This design comes from an exercise in tuning for small area on the open sky130 flow, not from production work. Where RTL was checked, it was by simulation tests only, not by an equivalence proof against the original. Power is estimated from default activity; no workload was simulated. The clock port is modelled as an ideal driver; clocking choices that lean on that would not hold on a real chip.

==> flow/design.v (excerpt) <==
module sccb_responder #(
  parameter logic [6:0] DEV_ID   = SCCB_DEV_ID,
  parameter int         FILT_LEN = 4
) (
  input  logic       i_clk,
  input  logic       i_rst,
  input  logic       i_SCL,
  input  logic       i_SDA,
  output logic       o_SDA_oe,
  output logic       o_wr_valid,
  output logic [7:0] o_wr_addr,
  output logic [7:0] o_wr_data,
  input  logic [7:0] i_dbg_addr,
  output logic [7:0] o_dbg_data,
  output logic       o_busy,
  output logic       o_err
);
make LEC_CHECK=0 CAP_MARGIN=20 CORE_MARGIN=2 CORE_UTILIZATION=40 CTS_BUF_LIST=sky130_fd_sc_hd__clkbuf_8 CTS_CLUSTER_DIAMETER=35 CTS_CLUSTER_SIZE=25 SLEW_MARGIN=20 SYNTH_HIERARCHICAL=1 finish   # period 10.0 ns
run.sh (not shown) runs the stock make flow with config.mk's settings and CLKGATE_MAP_FILE= SYNTH_SCRIPT=/design/flow/synth_recipe.tcl, a recipe that flattens the netlist after the stock synthesis.
The starting point completed without violations.
Edit:
--- a/flow/config.mk
+++ b/flow/config.mk
@@ -10,5 +10,3 @@
 export CORE_UTILIZATION = 40
-export CTS_BUF_LIST = sky130_fd_sc_hd__clkbuf_8
-export CTS_CLUSTER_DIAMETER = 35
-export CTS_CLUSTER_SIZE = 25
+export CTS_BUF_LIST = sky130_fd_sc_hd__clkbuf_4
 export SLEW_MARGIN = 20
The new run finished with timing, DRC and antenna clean. Sequential share of layout area goes down by 0.51 points. Clock skew rose by 35 ps. Final area grows by 0.79%. Synthesized area is unchanged. Core utilization grows by 0.37 points. Hold slack is worse by 50 ps. Power climbs by 0.59%.
No run of this note included a check of the RTL's function; only the layout flow was run.

========
Another version of the RTL of sccb_responder (not shown whole).
Size: roughly 4100 cells after synthesis, ~40 I/O pins, about 55000 um^2 of cells after synthesis.
==> flow/config.mk <==
export PLATFORM = sky130hd
export DESIGN_NAME = sccb_responder
export DESIGN_NICKNAME = sccb_responder
export VERILOG_FILES = /design/flow/design.v
export SDC_FILE = /design/flow/constraint.sdc
export NUM_CORES = 4
export LEC_CHECK = 0
export CAP_MARGIN = 20
export CORE_MARGIN = 2
export CORE_UTILIZATION = 40
export SLEW_MARGIN = 20
export SYNTH_HIERARCHICAL = 1
==> flow/constraint.sdc <==
create_clock -name core_clock -period 10.0 [get_ports {i_clk}]
set_input_delay 2.0000 -clock core_clock [delete_from_list [all_inputs] [get_ports {i_clk}]]
set_output_delay 2.0000 -clock core_clock [all_outputs]
set_load 0.01 [all_outputs]
standard.sh (not shown) runs the stock make flow with config.mk's settings and CLKGATE_MAP_FILE= SYNTH_SCRIPT=/design/flow/synth_recipe.tcl, a recipe that flattens the netlist after the stock synthesis.
==> flow/flow/run.sh <==
#!/bin/bash
# Standard synthesis, then every combinational cell downsized to the
# smallest of its family, then the standard layout with a clock tree built
# without dummy loads and with small port buffers.
set -euo pipefail
RES="$PWD/orfs/results/${FLOW_PLATFORM}/sccb_responder/base"

bash standard.sh synth > synth.log 2>&1

RESULTS_DIR="$RES" openroad -no_init -exit flow/downsize.tcl > downsize.log 2>&1

export CTS_ARGS="-sink_clustering_enable -repair_clock_nets -dont_use_dummy_load -buf_list sky130_fd_sc_hd__clkbuf_4 -sink_clustering_buffer sky130_fd_sc_hd__clkbuf_16 -sink_clustering_size 35 -sink_clustering_max_diameter 70"
export BUFFER_PORTS_ARGS="-buffer_cell sky130_fd_sc_hd__buf_1"
bash standard.sh finish > layout.log 2>&1
Other scripts of this flow, unchanged in this note and not shown: flow/flow/downsize.tcl
The first run completed with no timing, DRC or antenna violations.
==> next run, changes <==
--- a/flow/flow/run.sh
+++ b/flow/flow/run.sh
@@ -10,5 +10,5 @@
 RESULTS_DIR="$RES" openroad -no_init -exit flow/downsize.tcl > downsize.log 2>&1
 
-export CTS_ARGS="-sink_clustering_enable -repair_clock_nets -dont_use_dummy_load -buf_list sky130_fd_sc_hd__clkbuf_4 -sink_clustering_buffer sky130_fd_sc_hd__clkbuf_16 -sink_clustering_size 35 -sink_clustering_max_diameter 70"
+export CTS_ARGS="-sink_clustering_enable -repair_clock_nets -dont_use_dummy_load -buf_list sky130_fd_sc_hd__clkbuf_8 -sink_clustering_size 18 -sink_clustering_max_diameter 45"
 export BUFFER_PORTS_ARGS="-buffer_cell sky130_fd_sc_hd__buf_1"
 bash standard.sh finish > layout.log 2>&1
Result:
- The changed run completed with no timing, DRC or antenna violations
- cell area goes up by 0.49%
- global-route usage goes up by 0.34 points
- non-clock buffer count is unchanged
==> next run, changes <==
--- a/flow/flow/run.sh
+++ b/flow/flow/run.sh
@@ -10,5 +10,5 @@
 RESULTS_DIR="$RES" openroad -no_init -exit flow/downsize.tcl > downsize.log 2>&1
 
-export CTS_ARGS="-sink_clustering_enable -repair_clock_nets -dont_use_dummy_load -buf_list sky130_fd_sc_hd__clkbuf_8 -sink_clustering_size 18 -sink_clustering_max_diameter 45"
+export CTS_ARGS="-sink_clustering_enable -repair_clock_nets -dont_use_dummy_load -buf_list sky130_fd_sc_hd__clkbuf_4 -sink_clustering_size 8 -sink_clustering_max_diameter 30"
 export BUFFER_PORTS_ARGS="-buffer_cell sky130_fd_sc_hd__buf_1"
 bash standard.sh finish > layout.log 2>&1
What happened: The changed run ran to the end with no violations. Routed wire length goes up by 1.3%. Global-route usage goes up by 0.30 points. Non-clock buffer count does not change. Sequential share of layout area goes down by 0.58 points. Via count goes up by 3.0%. Cell area goes up by 0.82%.
==> next run, changes <==
--- a/flow/flow/run.sh
+++ b/flow/flow/run.sh
@@ -10,5 +10,5 @@
 RESULTS_DIR="$RES" openroad -no_init -exit flow/downsize.tcl > downsize.log 2>&1
 
-export CTS_ARGS="-sink_clustering_enable -repair_clock_nets -dont_use_dummy_load -buf_list sky130_fd_sc_hd__clkbuf_4 -sink_clustering_size 8 -sink_clustering_max_diameter 30"
+export CTS_ARGS="-sink_clustering_enable -repair_clock_nets -dont_use_dummy_load -buf_list sky130_fd_sc_hd__clkbuf_8 -sink_clustering_size 18 -sink_clustering_max_diameter 45"
 export BUFFER_PORTS_ARGS="-buffer_cell sky130_fd_sc_hd__buf_1"
 bash standard.sh finish > layout.log 2>&1
Settings changed: CORE_UTILIZATION 40 to 65, PLACE_DENSITY set to 0.72.
Result:
- The changed run produced a clean layout
- power is lower by a few percent
- cell count is lower by roughly a tenth
- worst setup slack is worse by 0.087 ns
- first-iteration DRC count is higher by a few percent
- synthesized area does not change
- register-to-register slack is better by 0.32 ns
- core utilization is higher by 27 points

[static timing again, ports no longer ideal]
The results above use ideal ports. As a check the final layouts listed here were re-extracted and re-timed, cells and wires unchanged.
Step 1 assumes that a clkbuf_16 drives the clock port and a buf_2 every other input.
Step 2 adds t to the input delays and takes it off the output delays; t is the mean of the earliest and latest rising clock arrival at the registers after step 1. Input paths then give back, and output paths get back, about the clock's delay inside the block.
Slacks: no drivers / after step 1 / after step 2; pairs: no drivers / after step 1.
| run | t, ns | setup WS [ns] | worst hold slack (ns) | worst register clock-pin slew, ns | cell pins on the clock port's net |
|---|---|---|---|---|---|
| the first run of note 1 | 1.002 | 3.995 / 4.041 / 3.038 | 0.300 / 0.300 / 0.300 | 0.11 / 0.11 | 1 |
| the second run of note 1 | 1.331 | 4.269 / 4.316 / 2.984 | 0.250 / 0.250 / 0.250 | 0.08 / 0.08 | 1 |
| the first run of note 2 | 1.172 | 4.244 / 4.293 / 3.121 | 0.223 / 0.223 / 0.223 | 0.13 / 0.13 | 1 |
| the second run of note 2 | 0.924 | 4.071 / 4.126 / 3.202 | 0.273 / 0.273 / 0.273 | 0.11 / 0.11 | 1 |
| the third run of note 2 | 1.289 | 4.567 / 4.621 / 3.332 | 0.257 / 0.257 / 0.257 | 0.09 / 0.09 | 1 |
| the fourth run of note 2 | 0.881 | 4.480 / 4.522 / 3.642 | 0.291 / 0.291 / 0.291 | 0.11 / 0.11 | 1 |
After both steps setup and hold are still met in every run listed. For the second run of note 1, which loses most, drivers alone change the setup slack by +0.047 ns; drivers and shift together by -1.285 ns.
